Context: an optimization exercise on an open-source flow, tuned for small area, a short achievable clock period and few clock cycles. The choices shown serve that exercise and are no tape-out recipe. Function was checked by simulation only, so behaviour that the tests miss may differ from the original.

## flow/design.v (module list and top-level ports; edited modules follow where they fit)
// module booth_enc: 14 lines
// module booth_w32_a: 1263 lines
// module booth_w32_b: 240 lines
// module booth_p48_a: 1811 lines
// module booth_p48_b: 252 lines
// module descent_top: 351 lines
module descent_top (
    input  logic               clk,
    input  logic               rst_LBFGS,
    input  logic               param_we,
    input  descent_pkg::addr_t param_addr,
    input  descent_pkg::val_t  param_weight,
    input  descent_pkg::val_t  param_mean,
    input  logic [descent_pkg::N_ELEM*descent_pkg::VAL_W-1:0] x_init,
    input  logic               start,
    output logic               busy,
    output logic               done,
    output logic               converged,
    output logic [descent_pkg::N_ELEM*descent_pkg::VAL_W-1:0] x_result,
    output descent_pkg::obj_t  f_result,
    output descent_pkg::iter_t iter_count
);
  // ...
==> flow/run.sh <==
#!/bin/bash
# synth_recipe.tcl (not shown) runs the flow's synth.tcl, then flattens the netlist and writes it again
# the make line also repeats each setting of config.mk as NAME=value (left out here)
make -C /OpenROAD-flow-scripts/flow DESIGN_CONFIG=/design/flow/config.mk WORK_HOME=/design/flow/orfs CLKGATE_MAP_FILE= SYNTH_SCRIPT=/design/flow/synth_recipe.tcl finish
==> flow/config.mk <==
export PLATFORM = sky130hd
export DESIGN_NAME = descent_top
export DESIGN_NICKNAME = descent_top
export VERILOG_FILES = /design/flow/design.v
export SDC_FILE = /design/flow/constraint.sdc
export NUM_CORES = 4
export LEC_CHECK = 0
export ABC_AREA = 1
export CAP_MARGIN = 20
export CORE_MARGIN = 2
export CORE_UTILIZATION = 40
export SLEW_MARGIN = 20
==> flow/constraint.sdc <==
create_clock -name core_clock -period 15.0 [get_ports {clk}]
set_input_delay 3.0000 -clock core_clock [delete_from_list [all_inputs] [get_ports {clk}]]
set_output_delay 3.0000 -clock core_clock [all_outputs]
set_load 0.01 [all_outputs]
==> flow_metrics.py, run 1 <==
metrics = {
    "outcome": {
        "status": "finished clean",
    },
    "yosys": {
        "synthMuxAreaShare_pct": 0.571,
        "async_flop_share_pct": 0,
        "synth_cell_types": 65,
        "synth_area_leaders": "dfxtp_1, fa_1, edfxtp_1",
    },
    "cells_and_area": {
        "drive_above_1_share_pct": 5.75,
        "fin_area_sq_um": 159000,
        "fin_util_pct": 46.0,
        "num-multi-input-gates": 9106,
        "n_fill_cell": 32800,
        "bufAreaShareNonClock_pct": 4.98,
        "final_cell_mix": "nand2_1, dfxtp_1, inv_1",
        "multi_input_area_share_pct": 44.9,
        "inv_count": 1641,
    },
    "clock_tree": {
        "clockBufferDepth": 4,
        "clock_latency_ns": 0.93,
        "cts_sinks": 2577,
        "cts_setup_buffers": 0,
        "cts_buffers": 285,
    },
    "routing": {
        "via_count": 105000,
        "drcViolationCount": 0,
        "wl_met3_mm": 48.7,
    },
    "critical_path": {
        "cp.arrival_ns": 2.53,
        "r2r.worst_path.cells": 17,
        "start_kind": "flop",
        "r2r-start": "s7_kc[2]",
        "worstPathCellList": "clkdlybuf4s50_1",
        "endpoint_kind": "primary output",
        "crit_cells": 1,
        "required_ns": 12.00,
    },
    "floorplan": {
        "dieArea_sq_um": 352000,
        "ios": 639,
        "die_w_um": 594,
        "die_h_um": 594,
    },
    "placement": {
        "io_buffers": 638,
        "dp_hpwl_mm": 358,
    },
    "sta": {
        "slew_viol_final": 0,
        "finalCriticalPeriod_ns": 5.53,
        "worst_slew_pin_slew_ns": 1.27,
    },
    "grt": {
        "busiest_layer": "met2",
    },
}
Testbench counts, summed over its fixed seeds: cycles 42,128.
==> module descent_top, before the edit <==
module descent_top (
    input  logic               clk,
    input  logic               rst_LBFGS,
    input  logic               param_we,
    input  descent_pkg::addr_t param_addr,
    input  descent_pkg::val_t  param_weight,
    input  descent_pkg::val_t  param_mean,
    input  logic [descent_pkg::N_ELEM*descent_pkg::VAL_W-1:0] x_init,
    input  logic               start,
    output logic               busy,
    output logic               done,
    output logic               converged,
    output logic [descent_pkg::N_ELEM*descent_pkg::VAL_W-1:0] x_result,
    output descent_pkg::obj_t  f_result,
    output descent_pkg::iter_t iter_count
);
    localparam int N = 8;
    logic [N-1:0][31:0] wmem;
    logic [N-1:0][31:0] mmem;
    logic [N-1:0] pw_sel;
    logic [31:0]  pw_w, pw_m;
    always_ff @(posedge clk) begin
        for (int i = 0; i < N; i++) pw_sel[i] <= param_we && (param_addr == i);
        pw_w <= param_weight;
        pw_m <= param_mean;
        for (int i = 0; i < N; i++) begin
            if (pw_sel[i]) begin
                wmem[i] <= pw_w;
                mmem[i] <= pw_m;
            end
        end
    end
    logic [N-1:0][31:0] xr;      
    logic [N-1:0][31:0] gr;      
    logic [N-1:0][31:0] gtr;     
    logic [N-1:0]       eh;      
    logic signed [47:0] fcur;
    logic [4:0]         iters;
    logic [3:0]         kp, kp2;  
    logic [3:0]         kpmax;
    assign kpmax      = (kp > kp2) ? kp : kp2;
    assign x_result   = xr;
    assign f_result   = fcur;
    assign iter_count = iters;
    localparam logic [1:0] IS_NONE = 2'd0, IS_INIT = 2'd1, IS_TRIAL = 2'd2, IS_FINAL = 2'd3;
    logic [1:0] is_mode;
    logic [2:0] is_cnt;       
    logic [3:0] is_k;         
    logic       is_next;      
    logic       is_kc_zero;   
    logic [3:0] is_kc;        
    logic       spec_acc;     
    logic       fin;          
    logic               s1_tv, s2_tv, s3_tv, s4_tv, s5_tv, s6_tv, s7_tv;
    logic               s1_cv, s2_cv, s3_cv, s4_cv, s5_cv, s6_cv, s7_cv;
    logic               s1_first, s2_first, s3_first, s4_first, s5_first;
    logic               s1_last, s2_last, s3_last, s4_last, s5_last, s6_last, s7_last;
    logic               s1_init, s2_init, s3_init, s4_init, s5_init, s6_init, s7_init;
    logic [3:0]         s1_k, s2_k, s3_k, s4_k, s5_k, s6_k, s7_k;
    logic [3:0]         s1_kc, s2_kc, s3_kc, s4_kc, s5_kc, s6_kc, s7_kc;
    logic               s1_kz, s2_kz, s3_kz, s4_kz, s5_kz, s6_kz, s7_kz;
    logic [N-1:0]       s1_eh;
    logic signed [31:0] s1_u, s1_sc, s1_st;
    logic [47:0]        s2_e, s3_e, s4_e;   
    logic [31:0]        s2_w;
    logic [231:0]       s3_mid;
    logic signed [47:0] s4_p;
    logic [246:0]       s5_mid;
    logic [31:0]        s5_gt, s6_gt, s7_gt;
    logic [47:0]        acc_s, acc_c;    
    logic signed [47:0] s7_f;
    logic               s7_acc, s7_conv;
    logic signed [31:0] x0, g0, gt0, sc0, gsel0, st0, u0, d1;
    logic [31:0]        m0, w1;
    logic [47:0]        e1;
    logic               issue_t, issue_c;
    assign issue_t = (is_mode == IS_INIT) || (is_mode == IS_TRIAL);
    assign issue_c = is_next && ((is_mode == IS_TRIAL) || (is_mode == IS_FINAL));
    always_comb begin
        x0    = xr[0];
        g0    = gr[0];
        gt0   = gtr[0];
        sc0   = (is_next && !is_kc_zero) ? (g0 >>> is_kc) : 32'sd0;
        gsel0 = is_next ? gt0 : g0;
        st0   = (is_mode == IS_INIT) ? 32'sd0 : (gsel0 >>> is_k);
        m0    = '0;
        w1    = '0;
        for (int i = 0; i < N; i++) begin
            m0 = m0 | (mmem[i] & {32{eh[i]}});
            w1 = w1 | (wmem[i] & {32{s1_eh[i]}});
        end
        u0    = x0 - $signed(m0);
        d1    = s1_u - s1_sc - s1_st;
    end
    logic [231:0]       mid2;
    logic [246:0]       mid4;
    logic [63:0]        ps3, pc3, qs5, qc5;
    logic [63:0]        prod3;
    logic [15:0]        lo5;
    logic               cy5;
    logic [47:0]        a5, b5, c5, e5, h5, k5, hs5, hc5;
    booth_enc   u_enc      (.b(d1), .e(e1));
    booth_w32_a u_mul_wd_a (.a(s2_w), .e(s2_e), .mid(mid2));
    booth_w32_b u_mul_wd_b (.mid(s3_mid), .s(ps3), .c(pc3));
    booth_p48_a u_mul_pd_a (.a(s4_p), .e(s4_e), .mid(mid4));
    booth_p48_b u_mul_pd_b (.mid(s5_mid), .s(qs5), .c(qc5));
    always_comb begin
        prod3 = ps3 + pc3;
        {cy5, lo5} = {1'b0, qs5[15:0]} + {1'b0, qc5[15:0]};
        a5  = qs5[63:16];
        b5  = qc5[63:16];
        c5  = s5_first ? 48'd0 : acc_s;
        e5  = s5_first ? 48'd0 : acc_c;
        h5  = a5 ^ b5 ^ c5;
        k5  = {((a5[46:0] & b5[46:0]) | (a5[46:0] & c5[46:0]) | (b5[46:0] & c5[46:0])), cy5};
        hs5 = h5 ^ e5 ^ k5;
        hc5 = {((h5[46:0] & e5[46:0]) | (h5[46:0] & k5[46:0]) | (e5[46:0] & k5[46:0])), 1'b0};
    end
    always_ff @(posedge clk) begin
        s1_first <= (is_cnt == 3'd0);
        s1_last  <= (is_cnt == 3'd7);
        s1_init  <= (is_mode == IS_INIT);
        s1_k     <= is_k;
        s1_kc    <= is_kc;
        s1_kz    <= is_kc_zero;
        s1_eh    <= eh;
        s1_u     <= u0;
        s1_sc    <= sc0;
        s1_st    <= st0;
        s2_first <= s1_first;
        s2_last  <= s1_last;
        s2_init  <= s1_init;
        s2_k     <= s1_k;
        s2_kc    <= s1_kc;
        s2_kz    <= s1_kz;
        s2_e     <= e1;
        s2_w     <= w1;
        s3_first <= s2_first;
        s3_last  <= s2_last;
        s3_init  <= s2_init;
        s3_k     <= s2_k;
        s3_kc    <= s2_kc;
        s3_kz    <= s2_kz;
        s3_e     <= s2_e;
        s3_mid   <= mid2;
        s4_first <= s3_first;
        s4_last  <= s3_last;
        s4_init  <= s3_init;
        s4_k     <= s3_k;
        s4_kc    <= s3_kc;
        s4_kz    <= s3_kz;
        s4_e     <= s3_e;
        s4_p     <= prod3[63:16];
        s5_first <= s4_first;
        s5_last  <= s4_last;
        s5_init  <= s4_init;
        s5_k     <= s4_k;
        s5_kc    <= s4_kc;
        s5_kz    <= s4_kz;
        s5_mid   <= mid4;
        s5_gt    <= {s4_p[30:0], 1'b0};
        s6_last  <= s5_last;
        s6_init  <= s5_init;
        s6_k     <= s5_k;
        s6_kc    <= s5_kc;
        s6_kz    <= s5_kz;
        s6_gt    <= s5_gt;
        if (s5_tv) begin
            acc_s <= hs5;
            acc_c <= hc5;
        end
        s7_last  <= s6_last;
        s7_init  <= s6_init;
        s7_k     <= s6_k;
        s7_kc    <= s6_kc;
        s7_kz    <= s6_kz;
        s7_gt    <= s6_gt;
        s7_f     <= f6;
        s7_acc   <= accept6;
        s7_conv  <= conv6;
    end
    logic signed [31:0] xc7, g7;
    logic               load;
    assign load = !busy;
    always_comb begin
        g7  = gr[1];
        xc7 = $signed(xr[1]) - (s7_kz ? 32'sd0 : (g7 >>> s7_kc));
    end
    always_ff @(posedge clk) begin
        for (int s = 0; s < N; s++) begin
            xr[s]  <= xr[(s+1)%N];
            gr[s]  <= gr[(s+1)%N];
            gtr[s] <= gtr[(s+1)%N];
        end
        if (s7_cv) begin
            xr[0] <= xc7;
            gr[0] <= gtr[1];
        end
        if (s7_tv) gtr[0] <= s7_gt;
        if (load) xr <= x_init;
    end
    logic signed [47:0] f6;
    logic               accept6, conv6;
    logic [47:0]        delta;
    logic               dec_v;
    logic               accept;
    logic               conv_now;
    logic               finish;
    logic               pipe_busy;
    always_comb begin
        f6        = acc_s + acc_c;
        delta     = fcur - acc_s - acc_c;
        accept6   = (f6[47] != fcur[47]) ? f6[47] : (!delta[47] && (delta != 48'd0));
        conv6     = (delta[47:6] == 42'd0) || (delta[47:6] == {42{1'b1}}) ||
                    (delta == 48'd64) || (delta == {1'b1, 47'd0});
        dec_v     = s7_tv && s7_last && !s7_init;
        accept    = s7_acc;
        conv_now  = s7_conv;
        finish    = conv_now || (iters == 5'd15);
        pipe_busy = s1_tv || s2_tv || s3_tv || s4_tv || s5_tv || s6_tv ||
                    s1_cv || s2_cv || s3_cv || s4_cv || s5_cv || s6_cv;
    end
    always_ff @(posedge clk) begin
        if (s7_tv && s7_last && (s7_init || accept)) fcur <= s7_f;
        if (!rst_LBFGS) begin
            busy      <= 1'b0;
            done      <= 1'b0;
            converged <= 1'b0;
            iters     <= '0;
            kp        <= '0;
            kp2       <= '0;
            is_mode   <= IS_NONE;
            eh        <= 8'd1;
            is_cnt    <= '0;
            fin       <= 1'b0;
            s1_tv <= 1'b0; s2_tv <= 1'b0; s3_tv <= 1'b0; s4_tv <= 1'b0; s5_tv <= 1'b0; s6_tv <= 1'b0; s7_tv <= 1'b0;
            s1_cv <= 1'b0; s2_cv <= 1'b0; s3_cv <= 1'b0; s4_cv <= 1'b0; s5_cv <= 1'b0; s6_cv <= 1'b0; s7_cv <= 1'b0;
        end else begin
            done  <= 1'b0;
            eh    <= {eh[N-2:0], eh[N-1]};
            s1_tv <= issue_t;
            s2_tv <= s1_tv;
            s3_tv <= s2_tv;
            s4_tv <= s3_tv;
            s5_tv <= s4_tv;
            s6_tv <= s5_tv;
            s7_tv <= s6_tv;
            s1_cv <= issue_c;
            s2_cv <= s1_cv;
            s3_cv <= s2_cv;
            s4_cv <= s3_cv;
            s5_cv <= s4_cv;
            s6_cv <= s5_cv;
            s7_cv <= s6_cv;
            if (is_mode != IS_NONE) begin
                is_cnt <= is_cnt + 3'd1;
                if (is_cnt == 3'd7) begin
                    case (is_mode)
                        IS_INIT: begin
                            is_mode    <= IS_TRIAL;
                            is_k       <= 4'd0;
                            is_next    <= 1'b1;
                            is_kc_zero <= 1'b1;
                        end
                        IS_TRIAL: begin
                            if (is_k >= kpmax || is_k == 4'd12) begin
                                spec_acc   <= 1'b1;
                                is_k       <= 4'd0;
                                is_next    <= 1'b1;
                                is_kc_zero <= 1'b0;
                                is_kc      <= is_k;
                            end else begin
                                spec_acc <= 1'b0;
                                is_k     <= is_k + 4'd1;
                                is_next  <= 1'b0;
                            end
                        end
                        default: begin
                            is_mode <= IS_NONE;
                        end
                    endcase
                end
            end
            if (dec_v) begin
                if (accept) begin
                    iters <= iters + 5'd1;
                    kp    <= s7_k;
                    kp2   <= kp;
                    if (finish) begin
                        converged <= conv_now;
                        fin       <= 1'b1;
                        if (spec_acc) begin
                            s1_tv <= 1'b0; s2_tv <= 1'b0; s3_tv <= 1'b0;
                            s4_tv <= 1'b0; s5_tv <= 1'b0; s6_tv <= 1'b0; s7_tv <= 1'b0;
                            is_mode <= IS_FINAL;
                        end else begin
                            s1_tv <= 1'b0; s2_tv <= 1'b0; s3_tv <= 1'b0;
                            s4_tv <= 1'b0; s5_tv <= 1'b0; s6_tv <= 1'b0; s7_tv <= 1'b0;
                            s1_cv <= 1'b0; s2_cv <= 1'b0; s3_cv <= 1'b0;
                            s4_cv <= 1'b0; s5_cv <= 1'b0; s6_cv <= 1'b0; s7_cv <= 1'b0;
                            is_mode    <= IS_FINAL;
                            is_cnt     <= '0;
                            is_next    <= 1'b1;
                            is_kc_zero <= 1'b0;
                            is_kc      <= s7_k;
                        end
                    end else if (!spec_acc) begin
                        s1_tv <= 1'b0; s2_tv <= 1'b0; s3_tv <= 1'b0;
                        s4_tv <= 1'b0; s5_tv <= 1'b0; s6_tv <= 1'b0; s7_tv <= 1'b0;
                        s1_cv <= 1'b0; s2_cv <= 1'b0; s3_cv <= 1'b0;
                        s4_cv <= 1'b0; s5_cv <= 1'b0; s6_cv <= 1'b0; s7_cv <= 1'b0;
                        is_mode    <= IS_TRIAL;
                        is_cnt     <= '0;
                        is_k       <= 4'd0;
                        is_next    <= 1'b1;
                        is_kc_zero <= 1'b0;
                        is_kc      <= s7_k;
                    end
                end else if (spec_acc) begin
                    s1_tv <= 1'b0; s2_tv <= 1'b0; s3_tv <= 1'b0;
                    s4_tv <= 1'b0; s5_tv <= 1'b0; s6_tv <= 1'b0; s7_tv <= 1'b0;
                    s1_cv <= 1'b0; s2_cv <= 1'b0; s3_cv <= 1'b0;
                    s4_cv <= 1'b0; s5_cv <= 1'b0; s6_cv <= 1'b0; s7_cv <= 1'b0;
                    is_cnt <= '0;
                    if (s7_k == 4'd12) begin
                        is_mode <= IS_NONE;
                        fin     <= 1'b1;
                    end else begin
                        is_mode <= IS_TRIAL;
                        is_k    <= s7_k + 4'd1;
                        is_next <= 1'b0;
                    end
                end
            end
            if (fin && is_mode == IS_NONE && !pipe_busy && eh[N-1]) begin
                fin  <= 1'b0;
                done <= 1'b1;
                busy <= 1'b0;
            end
            if (start && !busy) begin
                busy      <= 1'b1;
                converged <= 1'b0;
                iters     <= '0;
                eh        <= 8'd1;
                is_mode   <= IS_INIT;
                is_cnt    <= '0;
                is_next   <= 1'b0;
            end
        end
    end
endmodule
==> run 2: changes to the inputs <==
--- a/flow/design.v
+++ b/flow/design.v
@@ -3792,5 +3792,5 @@
     logic signed [31:0] xc7, g7;
     logic               load;
-    assign load = !busy;
+    assign load = idle;
     always_comb begin
         g7  = gr[1];
@@ -3818,4 +3818,5 @@
     logic               finish;
     logic               pipe_busy;
+    logic               idle;        
     always_comb begin
         f6        = acc_s + acc_c;
@@ -3835,4 +3836,5 @@
         if (!rst_LBFGS) begin
             busy      <= 1'b0;
+            idle      <= 1'b1;
             done      <= 1'b0;
             converged <= 1'b0;
@@ -3946,8 +3948,10 @@
                 fin  <= 1'b0;
                 done <= 1'b1;
-                busy <= 1'b0;
+                busy   <= 1'b0;
+                idle   <= 1'b1;
             end
-            if (start && !busy) begin
+            if (start && idle) begin
                 busy      <= 1'b1;
+                idle      <= 1'b0;
                 converged <= 1'b0;
                 iters     <= '0;
==> flow/flow/run.sh (new file) <==
#!/bin/bash
# The standard layout (standard synthesis and ORFS steps unchanged), except
# that the port buffers that global placement inserts are buf_4 cells: left to
# itself, buffer_ports picks clkdlybuf4s50_1 delay cells, which put about half a
# nanosecond on every input and output path. Every port still gets a buffer.
set -euo pipefail
export BUFFER_PORTS_ARGS="-buffer_cell sky130_fd_sc_hd__buf_4"
bash standard.sh > standard.log 2>&1
==> flow/standard.sh (new file) <==
#!/bin/bash
# synth_recipe.tcl (not shown) runs the flow's synth.tcl, then flattens the netlist and writes it again
# the make line also repeats each setting of config.mk as NAME=value (left out here)
make -C /OpenROAD-flow-scripts/flow DESIGN_CONFIG=/design/flow/config.mk WORK_HOME=/design/flow/orfs CLKGATE_MAP_FILE= SYNTH_SCRIPT=/design/flow/synth_recipe.tcl "${@:-finish}"
removed: flow/run.sh
==> flow_metrics.py, run 2 <==
metrics = {
    "grt": {
        "antenna_found_initial": 43,
        "grt_pass1_vias": 105000,
        "grtUsageTotal_pct": 28.3,
        "grt_pass1_wl_mm": 735,
        "grt_max_degree": 114,
        "grt-ovfl-total": 0,
    },
    "sta": {
        "worst_slew_pin_slew_ns": 1.16,
        "maxSlewHeadroom_pct": 22.7,
        "setup_viol": 0,
        "grt_setup_unrepaired": "false",
        "fin_ws_ns": 9.75,
        "tns_ns": 0,
        "final_hold_viol_count": 0,
        "hold-worst-slack_ns": 0.292,
        "fin_crit_sh_pct": 35.0,
        "fmax_mhz": 190,
        "skew_ns": 0.0747,
        "finalCriticalPeriod_ns": 5.25,
        "slew_viol_final": 0,
    },
    "placement": {
        "io_buffers": 638,
        "dp.cells": 18900,
        "dp_hpwl_mm": 367,
        "finalWeightedCongestion": 1.03,
        "place_area_sq_um": 149000,
        "dp_slack_ns": 10.22,
    },
    "critical_path": {
        "required_ns": 12.00,
        "start_kind": "flop",
        "worstPathCellList": "buf_4",
        "crit_type": "flop to primary output",
        "cpMaxStageDelayCell": "dfxtp_1",
        "crit_family": "flip-flops",
        "cp.arrival_ns": 2.25,
        "crit_buf_inv": 1,
        "endpoint_kind": "primary output",
        "cp_slowest_stage_delay_ns": 1.04,
        "crit_fanout": 3,
    },
    "yosys": {
        "synth_largest_area_cell": "dfxtp_1",
        "syn_nets": 16200,
        "synth_top_area_share_pct": 27.4,
        "yosysWarnings": 2,
        "synth_seq_cells": 2578,
        "postSynthCellCount": 14300,
        "synthTopCellsByCount": "nand2_1, dfxtp_1, inv_1",
        "async_flop_share_pct": 0,
        "synth_edf_count": 666,
        "syn-cell-area_sq_um": 140000,
        "synth_area_leaders": "dfxtp_1, fa_1, edfxtp_1",
        "ys.flop_type": "dfxtp_1",
        "synth-seq-area-share_pct": 41.7,
        "syn_avg_cell_area_sq_um": 9.79,
        "synth_cell_types": 67,
        "yosysMostFrequentCell": "nand2_1",
    },
    "routing": {
        "wirelength_mm": 513,
        "dr.first_iter.drc_count": 11900,
        "antenna_left": 0,
        "via_count": 106000,
        "drt_pre_antenna_iters": 7,
        "wl_per_cell_um": 26.4,
        "vias_per_cell": 5.47,
        "drcViolationCount": 0,
    },
    "cells_and_area": {
        "fin_area_sq_um": 159000,
        "final_cell_mix": "nand2_1, dfxtp_1, inv_1",
        "nets": 16600,
        "drive_above_1_share_pct": 10.2,
        "syn_to_final_growth_pct": 13.8,
        "fin_util_pct": 45.8,
        "final_cells": 19400,
        "layout_commonest_cell": "nand2_1",
    },
    "clock_tree": {
        "cts_sinks": 2578,
        "cts_tree": "built",
        "cts.clk_slew.worst_paths_ns": 0.06,
        "h-tree-depth": 5,
        "cts_setup_buffers": 0,
        "cts_buffers": 286,
        "post_cts_resized": 0,
        "clock_latency_ns": 0.93,
        "cts_hold_buffers": 0,
        "cts-root-buf": "clkbuf_16",
        "clockBufferDepth": 4,
    },
    "floorplan": {
        "rows": 216,
        "ios": 639,
        "dieArea_sq_um": 354000,
        "die_w_um": 595,
        "die_h_um": 595,
        "initial_core_util_pct": 40.3,
        "coreArea_sq_um": 347000,
    },
    "run": {
        "maxCapViolCount": 0,
    },
    "hold_path": {
        "hp-class": "flop to flop",
    },
    "outcome": {
        "status": "finished clean",
    },
}
==> run 2: changes by cell type in the layout (fill, tap and decap cells not counted), moves of 14 or more <==
cell and change:
nand3_1 +14, nand2_1 +40, clkinv_2 -14, a21oi_1 -20
clkdlybuf4s50_1 -638, buf_4 +666, o21ai_0 +14, inv_1 +56
==> run 2: kinds of logic (layout without fill, tap and decap cells) <==
| logic type | Yosys count | count (layout) | share of synthesized area [%] |
|---|---|---|---|
| compound gates | 2447 | 2447 | 10.6 |
| xor+xnor | 1447 | 1447 | 9.10 |
| fa+ha+maj | 1626 | 1626 | 20.9 |
| buf+inv | 2507 | 3080 | 6.77 |
| flops | 2578 | 2578 | 41.7 |
| mux | 82 | 82 | 0.591 |
| other cells | 0 | 33 | 0 |
| simple gates | 3573 | 3573 | 10.3 |
==> run 2: metal layers <==
metal / vias to the layer above / track usage [%] / wire, um / part of all wire (%)
li1: 47300 / - / - / -
met1: 51900 / 39.9 / 222000 / 43
met2: 5903 / 41.3 / 214000 / 42
met3: 1257 / 7.75 / 55600 / 11
met4: 14 / 10.7 / 21900 / 4.3
met5: - / 0 / 113 / 0.022
==> run 2: layout make-up <==
type / instances / area [sq um]
clock inverter: 129 / 1740
inverter: 1696 / 6380
clock buffer: 389 / 8130
antenna: 33 / 82.6
multi-input combinational: 9175 / 71900
tap: 4578 / 5730
sequential: 2578 / 58300
timing repair buffer: 866 / 6530
fill: 33000 / 188000
==> run 2: final timing paths <==
check | endpoint | from | depth (start not counted) | slack (ns)
worst min register to register | s4_e[35] | s3_e[35] | 0 | 0.29
worst min-delay path | s4_e[35] | s3_e[35] | 0 | 0.29
worst max register to register | xr[8] | s7_kc[1] | 16 | 10.36
worst max-delay path | x_result[23] | xr[23] | 1 | 9.75
Testbench counts of run 2, summed over its fixed seeds: cycles 42,128.
==> run 3: changes to the inputs <==
--- a/flow/design.v
+++ b/flow/design.v
@@ -3668,6 +3668,7 @@
     logic               s1_init, s2_init, s3_init, s4_init, s5_init, s6_init, s7_init;
     logic [3:0]         s1_k, s2_k, s3_k, s4_k, s5_k, s6_k, s7_k;
-    logic [3:0]         s1_kc, s2_kc, s3_kc, s4_kc, s5_kc, s6_kc, s7_kc;
-    logic               s1_kz, s2_kz, s3_kz, s4_kz, s5_kz, s6_kz, s7_kz;
+    logic [3:0]         s1_kc, s2_kc, s3_kc, s4_kc, s5_kc, s6_kc;
+    logic               s1_kz, s2_kz, s3_kz, s4_kz, s5_kz, s6_kz;
+    logic signed [31:0] s7_gsh;      
     logic [N-1:0]       s1_eh;
     logic signed [31:0] s1_u, s1_sc, s1_st;
@@ -3679,5 +3680,4 @@
     logic [31:0]        s5_gt, s6_gt, s7_gt;
     logic [47:0]        acc_s, acc_c;    
-    logic signed [47:0] s7_f;
     logic               s7_acc, s7_conv;
     logic signed [31:0] x0, g0, gt0, sc0, gsel0, st0, u0, d1;
@@ -3783,17 +3783,14 @@
         s7_init  <= s6_init;
         s7_k     <= s6_k;
-        s7_kc    <= s6_kc;
-        s7_kz    <= s6_kz;
+        s7_gsh   <= s6_kz ? 32'sd0 : ($signed(gr[2]) >>> s6_kc);
         s7_gt    <= s6_gt;
-        s7_f     <= f6;
         s7_acc   <= accept6;
         s7_conv  <= conv6;
     end
-    logic signed [31:0] xc7, g7;
+    logic signed [31:0] xc7;
     logic               load;
     assign load = idle;
     always_comb begin
-        g7  = gr[1];
-        xc7 = $signed(xr[1]) - (s7_kz ? 32'sd0 : (g7 >>> s7_kc));
+        xc7 = $signed(xr[1]) - s7_gsh;
     end
     always_ff @(posedge clk) begin
@@ -3833,5 +3830,5 @@
     end
     always_ff @(posedge clk) begin
-        if (s7_tv && s7_last && (s7_init || accept)) fcur <= s7_f;
+        if (s6_tv && s6_last && (s6_init || accept6)) fcur <= f6;
         if (!rst_LBFGS) begin
             busy      <= 1'b0;
--- a/flow/config.mk
+++ b/flow/config.mk
@@ -7,6 +7,6 @@
 export LEC_CHECK = 0
 export ABC_AREA = 1
-export CAP_MARGIN = 20
+export CAP_MARGIN = 40
 export CORE_MARGIN = 2
 export CORE_UTILIZATION = 40
-export SLEW_MARGIN = 20
+export SLEW_MARGIN = 50
==> flow_metrics.py, run 3 <==
metrics = {
    "sta": {
        "fmax_mhz": 199,
        "tns_ns": 0,
        "worst_slew_pin_slew_ns": 0.854,
        "fin_ws_ns": 9.98,
        "skew_ns": 0.0645,
        "setup_viol": 0,
        "slew_viol_final": 0,
        "maxSlewHeadroom_pct": 42.5,
        "final_hold_viol_count": 0,
        "grt_setup_unrepaired": "false",
        "fin_crit_sh_pct": 33.5,
        "finalCriticalPeriod_ns": 5.02,
    },
    "hold_path": {
        "hp-class": "flop to flop",
        "hold_end": "gr[124]",
        "hold_path_startpoint": "gr[156]",
        "min_path_cells": 0,
    },
    "critical_path": {
        "crit_type": "flop to primary output",
        "cp_slowest_stage_delay_ns": 0.83,
        "crit_fanout": 3,
        "cp.arrival_ns": 2.02,
        "crit_buf_inv": 1,
        "endpoint_kind": "primary output",
        "start_kind": "flop",
        "ff2ff_setup_slack_ns": 10.57,
        "crit_cells": 1,
        "required_ns": 12.00,
        "crit_family": "flip-flops",
        "r2r-start": "s4_e[17]",
        "cpMaxStageDelayCell": "dfxtp_1",
        "reg2reg_to": "s5_mid[198]",
        "r2r.worst_path.cells": 8,
        "worstPathCellList": "buf_4",
    },
    "routing": {
        "wl_per_cell_um": 25.8,
        "wirelength_mm": 498,
        "dr.first_iter.drc_count": 12700,
        "via_count": 106000,
        "antenna_left": 0,
        "drcViolationCount": 0,
        "drt_pre_antenna_iters": 8,
        "vias_per_cell": 5.46,
    },
    "yosys": {
        "yosysWarnings": 2,
        "synth_largest_area_cell": "dfxtp_1",
        "syn-cell-area_sq_um": 139000,
        "synthTopCellsByCount": "nand2_1, dfxtp_1, inv_1",
        "postSynthCellCount": 14200,
        "ys.flop_type": "dfxtp_1",
        "syn_nets": 16100,
        "synth_area_leaders": "dfxtp_1, fa_1, edfxtp_1",
        "synth_edf_count": 666,
        "synth_cell_types": 65,
        "syn_avg_cell_area_sq_um": 9.77,
        "synth_seq_cells": 2557,
        "synth-seq-area-share_pct": 41.8,
        "async_flop_share_pct": 0,
        "yosysMostFrequentCell": "nand2_1",
        "synth_top_area_share_pct": 27.3,
    },
    "clock_tree": {
        "cts_sinks": 2557,
        "cts-root-buf": "clkbuf_16",
        "post_cts_resized": 0,
        "clock_latency_ns": 0.92,
        "cts_tree": "built",
        "cts.clk_slew.worst_paths_ns": 0.07,
        "cts_hold_buffers": 0,
        "clockBufferDepth": 4,
        "cts_buffers": 282,
        "cts_setup_buffers": 0,
        "h-tree-depth": 5,
    },
    "cells_and_area": {
        "final_cell_mix": "nand2_1, dfxtp_1, inv_1",
        "layout_commonest_cell": "nand2_1",
        "drive_above_1_share_pct": 10.2,
        "syn_to_final_growth_pct": 13.8,
        "nets": 16500,
    },
    "placement": {
        "finalWeightedCongestion": 0.986,
        "dp_slack_ns": 10.35,
        "dp_hpwl_mm": 352,
        "io_buffers": 638,
    },
    "floorplan": {
        "dieArea_sq_um": 351000,
        "die_h_um": 593,
        "coreArea_sq_um": 345000,
        "ios": 639,
        "die_w_um": 593,
        "initial_core_util_pct": 40.1,
        "rows": 216,
    },
    "outcome": {
        "status": "finished clean",
    },
    "grt": {
        "grt_pass1_wl_mm": 714,
        "grt-ovfl-total": 0,
        "antenna_found_initial": 41,
        "grt_max_degree": 146,
        "grtUsageTotal_pct": 27.8,
        "grt_pass1_vias": 103000,
    },
    "run": {
        "maxCapViolCount": 0,
    },
}
## run 3: cell types whose count changed after synthesis, sizes merged, moves of 12 or more
cell,before,now
o211ai,34,21
nor3,60,37
nand2,2521,2546
xor2,1377,1363
a21oi,415,430
nor2,600,614
a221oi,103,91
mux2i,79,62
inv,1681,1663
dfxtp,1912,1891
xnor2,70,86
o21ai,514,481
## run 3: worst register-to-register path: stages, from the launching register on
cell and delay [ns]:
dfxtp_1 0.81, clkinv_2 0.54, buf_4 0.54, xor2_1 0.32
fa_1 0.53, fa_1 0.55, inv_1 0.06, fa_1 0.50
fa_1 0.41
## run 3: final cells by class
cell class / count / area [sq um]
fill: 32900 / 188000
multi-input combinational: 9120 / 71300
sequential: 2557 / 57900
clock buffer: 373 / 7770
timing repair buffer: 866 / 6740
inverter: 1684 / 6410
tap: 4578 / 5730
clock inverter: 137 / 1760
antenna: 18 / 45.0
## run 3: routing by layer
metal	up-vias	share of wire (%)	global-route usage (%)
li1	46900	-	-
met1	51500	44	39.7
met2	5854	42	40.5
met3	1325	11	6.99
met4	8	4.1	10.0
met5	-	0.012	0
## run 3: kinds of logic after synthesis
kind of cell | Yosys count | share of synthesized area (%)
AND/OR/NAND/NOR | 3584 | 10.3
buffers and inverters | 2499 | 6.78
multiplexers | 65 | 0.472
XOR/XNOR | 1449 | 9.20
AO/OA/AOI/OAI | 2396 | 10.4
adder cells (fa/ha/maj) | 1626 | 21.1
flip-flops | 2557 | 41.8
## run 3: worst max path at each step
stage / from / end / slack [ns]
after CTS: xr[29] / x_result[29] / 9.98
after detailed placement: rst_LBFGS / is_mode[1] / 10.35
after floorplan: rst_LBFGS / is_mode[1] / 10.91
after global routing: xr[17] / x_result[17] / 9.99
after global placement: rst_LBFGS / iters[0] / 10.48
final: xr[17] / x_result[17] / 9.98
## run 3: through the flow
stage          area (sq um)  util, %  std cells  hold slack (ns)
2_1_floorplan        139000        -      14200            0.310
3_3_place_gp         148000     42.8      18800            0.310
3_5_place_dp         148000     42.8      18800            0.312
4_1_cts              158000     45.6      19300            0.276
5_1_grt              158000     45.7      19300            0.290
6_report             158000     45.7      19300            0.285
Testbench counts of run 3, summed over its fixed seeds: cycles 42,128.
==> run 4: changes to the inputs <==
--- a/flow/design.v
+++ b/flow/design.v
@@ -3649,8 +3649,10 @@
     logic [3:0]         kp, kp2;  
     logic [3:0]         kpmax;
-    assign kpmax      = (kp > kp2) ? kp : kp2;
-    assign x_result   = xr;
-    assign f_result   = fcur;
-    assign iter_count = iters;
+    assign kpmax = (kp > kp2) ? kp : kp2;
+    always_ff @(posedge clk) begin
+        x_result   <= xr;
+        f_result   <= fcur;
+        iter_count <= iters;
+    end
     localparam logic [1:0] IS_NONE = 2'd0, IS_INIT = 2'd1, IS_TRIAL = 2'd2, IS_FINAL = 2'd3;
     logic [1:0] is_mode;
@@ -3826,6 +3828,6 @@
         conv_now  = s7_conv;
         finish    = conv_now || (iters == 5'd15);
-        pipe_busy = s1_tv || s2_tv || s3_tv || s4_tv || s5_tv || s6_tv ||
-                    s1_cv || s2_cv || s3_cv || s4_cv || s5_cv || s6_cv;
+        pipe_busy = s1_tv || s2_tv || s3_tv || s4_tv || s5_tv || s6_tv || s7_tv ||
+                    s1_cv || s2_cv || s3_cv || s4_cv || s5_cv || s6_cv || s7_cv;
     end
     always_ff @(posedge clk) begin
@@ -3942,5 +3944,5 @@
                 end
             end
-            if (fin && is_mode == IS_NONE && !pipe_busy && eh[N-1]) begin
+            if (fin && is_mode == IS_NONE && !pipe_busy && eh[0]) begin
                 fin  <= 1'b0;
                 done <= 1'b1;
--- a/flow/config.mk
+++ b/flow/config.mk
@@ -7,6 +7,6 @@
 export LEC_CHECK = 0
 export ABC_AREA = 1
-export CAP_MARGIN = 40
+export CAP_MARGIN = 20
 export CORE_MARGIN = 2
 export CORE_UTILIZATION = 40
-export SLEW_MARGIN = 50
+export SLEW_MARGIN = 20
==> flow_metrics.py, run 4 <==
metrics = {
    "outcome": {
        "status": "finished clean",
    },
    "clock_tree": {
        "clock_latency_ns": 0.96,
        "cts.clk_slew.worst_paths_ns": 0.06,
        "cts_tree": "built",
        "h-tree-depth": 5,
        "cts-root-buf": "clkbuf_16",
        "cts_hold_buffers": 0,
        "post_cts_resized": 0,
        "cts_setup_buffers": 0,
        "clockBufferDepth": 4,
        "cts_buffers": 304,
        "cts_sinks": 2866,
    },
    "sta": {
        "skew_ns": 0.0731,
        "fin_crit_sh_pct": 31.3,
        "slew_viol_final": 0,
        "setup_viol": 0,
        "maxSlewHeadroom_pct": 22.8,
        "fmax_mhz": 213,
        "worst_slew_pin_slew_ns": 1.16,
        "finalCriticalPeriod_ns": 4.69,
        "hold-worst-slack_ns": 0.274,
        "final_hold_viol_count": 0,
        "tns_ns": 0,
        "grt_setup_unrepaired": "false",
    },
    "yosys": {
        "yosysWarnings": 2,
        "synth_edf_count": 666,
        "synth_largest_area_cell": "dfxtp_1",
        "postSynthCellCount": 14500,
        "synth_area_leaders": "dfxtp_1, fa_1, edfxtp_1",
        "async_flop_share_pct": 0,
        "syn-cell-area_sq_um": 145000,
        "synth_cell_types": 64,
        "synthTopCellsByCount": "nand2_1, dfxtp_1, inv_1",
        "synth-seq-area-share_pct": 44.2,
        "yosysMostFrequentCell": "nand2_1",
        "ys.flop_type": "dfxtp_1",
        "syn_nets": 16500,
        "syn_avg_cell_area_sq_um": 9.97,
        "synth_seq_cells": 2866,
        "synth_top_area_share_pct": 30.4,
    },
    "cells_and_area": {
        "syn_to_final_growth_pct": 13.7,
        "layout_commonest_cell": "nand2_1",
        "seqCellArea_sq_um": 64100,
        "final_cell_mix": "nand2_1, dfxtp_1, inv_1",
        "drive_above_1_share_pct": 10.0,
        "nets": 16800,
        "n_fill_cell": 33900,
        "multi_input_area_sq_um": 71300,
    },
    "grt": {
        "grt_util_met1_pct": 37.4,
        "grt-ovfl-total": 0,
        "grt_max_degree": 191,
        "grt_pass1_vias": 105000,
        "busiest_layer": "met2",
        "use_met3_pct": 6.37,
        "grt_pass1_wl_mm": 716,
        "antenna_found_initial": 25,
        "grt.met2_usage_pct": 39.2,
        "grtUsageTotal_pct": 26.5,
    },
    "critical_path": {
        "cp_slowest_stage_delay_ns": 0.58,
        "r2r-start": "s4_e[29]",
        "start_kind": "flop",
        "crit_cells": 1,
        "r2r.worst_path.cells": 9,
        "cp.arrival_ns": 1.69,
        "crit_fanout": 1,
        "required_ns": 12.00,
        "crit_type": "flop to primary output",
        "ff2ff_setup_slack_ns": 10.46,
        "crit_buf_inv": 1,
        "worstPathCellList": "buf_4",
        "crit_family": "flip-flops",
        "endpoint_kind": "primary output",
        "cpMaxStageDelayCell": "dfxtp_1",
        "reg2reg_to": "s5_mid[194]",
    },
    "routing": {
        "drcViolationCount": 0,
        "antenna_left": 0,
        "dr.first_iter.drc_count": 12100,
        "via_count": 107000,
        "drt_pre_antenna_iters": 8,
        "vias_per_cell": 5.37,
        "wl_per_cell_um": 24.9,
        "wirelength_mm": 495,
    },
    "floorplan": {
        "rows": 220,
        "die_w_um": 606,
        "initial_core_util_pct": 40.2,
        "coreArea_sq_um": 360000,
        "dieArea_sq_um": 367000,
        "die_h_um": 606,
        "ios": 639,
    },
    "hold_path": {
        "hp-class": "flop to flop",
        "hold_end": "s3_k[1]",
        "min_path_cells": 0,
        "hold_path_startpoint": "s2_k[1]",
    },
    "placement": {
        "dp_hpwl_mm": 347,
        "io_buffers": 638,
        "finalWeightedCongestion": 0.982,
    },
    "run": {
        "maxCapViolCount": 0,
    },
}
## run 4: changes by cell type in the layout (fill, tap and decap cells not counted), sizes merged, moves of 9 or more
cell / change
dfxtp: +309
nand2: +69
nor2: -34
clkbuf: +31
inv: +16
o21ai: -13
o211ai: +12
xnor2: -12
buf: -11
clkinv: -11
clkinvlp: +11
xor2: +10
a31oi: -9
## run 4: metrics by stage
| stage | instances | util (%) | cell area (sq um) | setup WS [ns] |
|---|---|---|---|---|
| after floorplan | 14500 | - | 145000 | 11.10 |
| after global placement | 19300 | 42.8 | 154000 | 10.40 |
| after detailed placement | 19300 | 42.8 | 154000 | 10.32 |
| after CTS | 19900 | 45.7 | 165000 | 10.32 |
| after global routing | 19900 | 45.8 | 165000 | 10.27 |
| final | 19900 | 45.8 | 165000 | 10.31 |
## run 4: layout make-up
class	instances	area share, %
antenna	19	0.0289
clock buffer	406	5.24
clock inverter	142	1.10
inverter	1696	3.87
multi-input combinational	9138	43.3
sequential	2866	38.9
tap	4773	3.63
timing repair buffer	851	3.89
## run 4: cell families after synthesis
kind of cell / after synthesis / synth area share, %
simple gates: 3619 / 10.0
fa+ha+maj: 1626 / 20.2
xor+xnor: 1447 / 8.77
compound gates: 2386 / 9.89
buf+inv: 2512 / 6.52
mux: 60 / 0.417
flops: 2866 / 44.2
## run 4: layer usage
metal | vias to the layer above | routed length, um
met3 | 1235 | 49800
met4 | 4 | 21000
met5 | - | 56
met1 | 52100 | 215000
met2 | 5456 | 209000
li1 | 47900 | -
## run 4: how the worst max path moves through the flow
stage / startpoint / endpoint / slack (ns)
after detailed placement: rst_LBFGS / eh[0] / 10.32
after floorplan: start / is_mode[1] / 11.10
after CTS: x_result[99] / x_result[99] / 10.32
final: x_result[246] / x_result[246] / 10.31
after global placement: rst_LBFGS / eh[0] / 10.40
after global routing: x_result[246] / x_result[246] / 10.27
Testbench counts of run 4, summed over its fixed seeds: cycles 42,256.
==> run 5: changes to the inputs <==
==> flow/flow/run.sh (replaced) <==
#!/bin/bash
# The standard layout (standard synthesis and ORFS steps unchanged), except:
# - the port buffers that global placement inserts are buf_4 cells: left to
#   itself, buffer_ports picks clkdlybuf4s50_1 delay cells, which put about half
#   a nanosecond on every input and output path. Every port still gets a buffer.
# - after the resize step, the registers that drive output ports are upsized to
#   dfxtp_4 (flow/upsize_outputs.tcl); only their drive strength changes.
set -euo pipefail
here=$(cd "$(dirname "$0")" && pwd)
export BUFFER_PORTS_ARGS="-buffer_cell sky130_fd_sc_hd__buf_4"
export POST_RESIZE_TCL="$here/upsize_outputs.tcl"
bash standard.sh > standard.log 2>&1
==> flow/flow/upsize_outputs.tcl (new file) <==
# Sourced by ORFS after the resize step (POST_RESIZE_TCL), before detailed
# placement legalizes the cells. The registers that drive output ports only
# feed a port buffer at the die edge; give them the strongest flip-flop of the
# same type (only the drive strength changes, names and types are kept).
set n 0
foreach pat {x_result* f_result* iter_count* busy* done* converged*} {
  foreach inst [get_cells -quiet $pat] {
    if { [get_property $inst ref_name] == "sky130_fd_sc_hd__dfxtp_1" } {
      replace_cell $inst sky130_fd_sc_hd__dfxtp_4
      incr n
    }
  }
}
puts "upsize_outputs: $n output registers now sky130_fd_sc_hd__dfxtp_4"
==> flow_metrics.py, run 5 <==
metrics = {
    "outcome": {
        "status": "finished clean",
    },
    "critical_path": {
        "cp-endpoint": "s5_mid[194]",
        "crit_buf_inv": 4,
        "crit_cells": 9,
        "crit_top_cell": "fa_1",
        "cpMaxStageDelayCell": "clkinv_1",
        "r2r-start": "s4_e[29]",
        "cp.arrival_ns": 5.38,
        "reg2reg_to": "s5_mid[194]",
        "required_ns": 15.79,
        "crit_fanout": 25,
        "cp-startpoint": "s4_e[29]",
        "cp_slowest_stage_delay_ns": 0.85,
        "ff2ff_setup_slack_ns": 10.41,
        "crit_family": "adder cells",
        "worstPathCellList": "buf_4 -> clkinv_1 -> buf_4 -> xor2_1 -> fa_1 -> fa_1 -> fa_1 -> inv_1 -> fa_1",
        "endpoint_kind": "flop",
        "crit_type": "flop to flop",
        "r2r.worst_path.cells": 9,
        "start_kind": "flop",
    },
    "yosys": {
        "syn-cell-area_sq_um": 145000,
        "syn_nets": 16500,
        "async_flop_share_pct": 0,
        "yosysMostFrequentCell": "nand2_1",
        "postSynthCellCount": 14500,
        "synth_area_leaders": "dfxtp_1, fa_1, edfxtp_1",
        "yosysWarnings": 2,
        "syn_avg_cell_area_sq_um": 9.97,
        "synth_cell_types": 64,
        "ys.flop_type": "dfxtp_1",
        "synthTopCellsByCount": "nand2_1, dfxtp_1, inv_1",
        "synth_largest_area_cell": "dfxtp_1",
        "synth_edf_count": 666,
        "synth_top_area_share_pct": 30.4,
        "synth-seq-area-share_pct": 44.2,
        "synth_seq_cells": 2866,
    },
    "grt": {
        "grt-ovfl-total": 0,
        "grt.met2_usage_pct": 39.1,
        "grt_util_met1_pct": 37.6,
        "busiest_layer": "met2",
        "grt_max_degree": 191,
        "grt_pass1_vias": 105000,
        "grt_pass1_wl_mm": 718,
        "antenna_found_initial": 25,
        "grtUsageTotal_pct": 26.5,
        "use_met3_pct": 6.42,
    },
    "sta": {
        "maxSlewHeadroom_pct": 19.0,
        "final_hold_viol_count": 0,
        "worst_slew_pin_slew_ns": 1.20,
        "grt_setup_unrepaired": "false",
        "fmax_mhz": 218,
        "finalCriticalPeriod_ns": 4.59,
        "fin_ws_ns": 10.41,
        "fin_crit_sh_pct": 30.6,
        "tns_ns": 0,
        "skew_ns": 0.0976,
        "slew_viol_final": 0,
        "setup_viol": 0,
    },
    "routing": {
        "drt_pre_antenna_iters": 6,
        "antenna_left": 0,
        "dr.first_iter.drc_count": 12500,
        "drcViolationCount": 0,
        "vias_per_cell": 5.39,
        "wirelength_mm": 496,
        "wl_per_cell_um": 24.9,
        "via_count": 107000,
    },
    "floorplan": {
        "ios": 639,
        "rows": 220,
        "coreArea_sq_um": 360000,
        "die_w_um": 606,
        "initial_core_util_pct": 40.2,
        "die_h_um": 606,
        "dieArea_sq_um": 367000,
    },
    "clock_tree": {
        "cts_tree": "built",
        "cts_setup_buffers": 0,
        "cts_sinks": 2866,
        "h-tree-depth": 5,
        "cts.clk_slew.worst_paths_ns": 0.06,
        "cts_hold_buffers": 0,
        "clock_latency_ns": 0.97,
        "cts_buffers": 307,
        "cts-root-buf": "clkbuf_16",
        "post_cts_resized": 0,
        "clockBufferDepth": 4,
    },
    "hold_path": {
        "hp-class": "flop to flop",
    },
    "cells_and_area": {
        "drive_above_1_share_pct": 12.1,
        "nets": 16800,
        "n_fill_cell": 33800,
        "final_cell_mix": "nand2_1, dfxtp_1, inv_1",
        "layout_commonest_cell": "nand2_1",
        "syn_to_final_growth_pct": 14.3,
    },
    "placement": {
        "finalWeightedCongestion": 0.982,
        "dp_hpwl_mm": 348,
        "dp_slack_ns": 10.32,
        "io_buffers": 638,
    },
    "run": {
        "maxCapViolCount": 0,
    },
}
==> run 5: per-layer routing <==
| layer | up-vias | share of wire (%) |
|---|---|---|
| met5 | - | 0.011 |
| met4 | 8 | 4.2 |
| met3 | 1236 | 10 |
| met2 | 5517 | 42 |
| met1 | 52500 | 43 |
| li1 | 47900 | - |
==> run 5: cell families after synthesis <==
logic type	Yosys count	share of synthesized area (%)
compound gates	2386	9.89
xor+xnor	1447	8.77
fa+ha+maj	1626	20.2
buf+inv	2512	6.52
flops	2866	44.2
mux	60	0.417
simple gates	3619	10.0
==> run 5: how the worst min path moves through the flow <==
stage	from	endpoint	cells past startpoint
floorplan	gr[132]	gr[100]	0
global placement	gtr[156]	gtr[124]	0
detailed placement	s4_first	s5_first	0
CTS	gtr[216]	gtr[184]	0
global route	gtr[216]	gtr[184]	0
finish	gtr[173]	gtr[141]	0
==> run 5: stage by stage <==
| stage | util (%) | std cells | area [sq um] | hold WS (ns) |
|---|---|---|---|---|
| finish | 46.0 | 19900 | 166000 | 0.268 |
| global route | 46.0 | 19900 | 166000 | 0.264 |
| CTS | 46.0 | 19900 | 165000 | 0.253 |
| detailed placement | 43.2 | 19300 | 155000 | 0.312 |
| global placement | 42.8 | 19300 | 154000 | 0.310 |
| floorplan | - | 14500 | 145000 | 0.310 |
==> run 5: cell type report <==
class	count	area, sq um	area share (%)
diodes	9	22.5	0.0136
multi-input cells	9138	71300	43.1
inverters	1696	6380	3.85
clock buffers	406	8660	5.23
well taps	4773	5970	3.61
repair buffers	851	6400	3.87
flip-flops and latches	2866	65300	39.4
clock inverters	150	1510	0.915
==> run 5: worst reg2reg max path, delay by kind of cell, from the launching register on <==
family / cells / cell delay, ns
fa+ha+maj: 4 / 1.98
flops: 1 / 0.31
buf+inv: 4 / 1.95
xor+xnor: 1 / 0.24

==> port drivers added, routing unchanged <==
In the flow no input, the clock included, has a driving cell. The finished layouts below were timed again as built, in two steps.
Step 1, drivers: a clkbuf_16 drives clk and a buf_2 each remaining input, both assumed.
Step 2 times the ports against the registers' clock, not the clock port: input delays grow and output delays shrink by t, the midpoint of the rising clock arrivals with the driver on.
Slacks: no drivers / after step 1 / after step 2; pairs: no drivers / after step 1.
| run | t, ns | setup slack, ns | worst setup path after step 2 |
|---|---|---|---|
| run 1 | 0.998 | 9.473 / 9.365 / 9.645 | input to register |
| run 2 | 1.006 | 9.749 / 9.643 / 9.959 | input to register |
| run 3 | 0.992 | 9.975 / 9.876 / 10.274 | input to register |
| run 4 | 1.024 | 10.306 / 10.198 / 10.198 | input to register |
| run 5 | 1.020 | 10.407 / 10.385 / 10.162 | input to register |
After both steps every run listed still meets setup and hold. The setup slack of run 5, which loses most, moves by -0.022 ns with the drivers and by -0.245 ns with both steps.
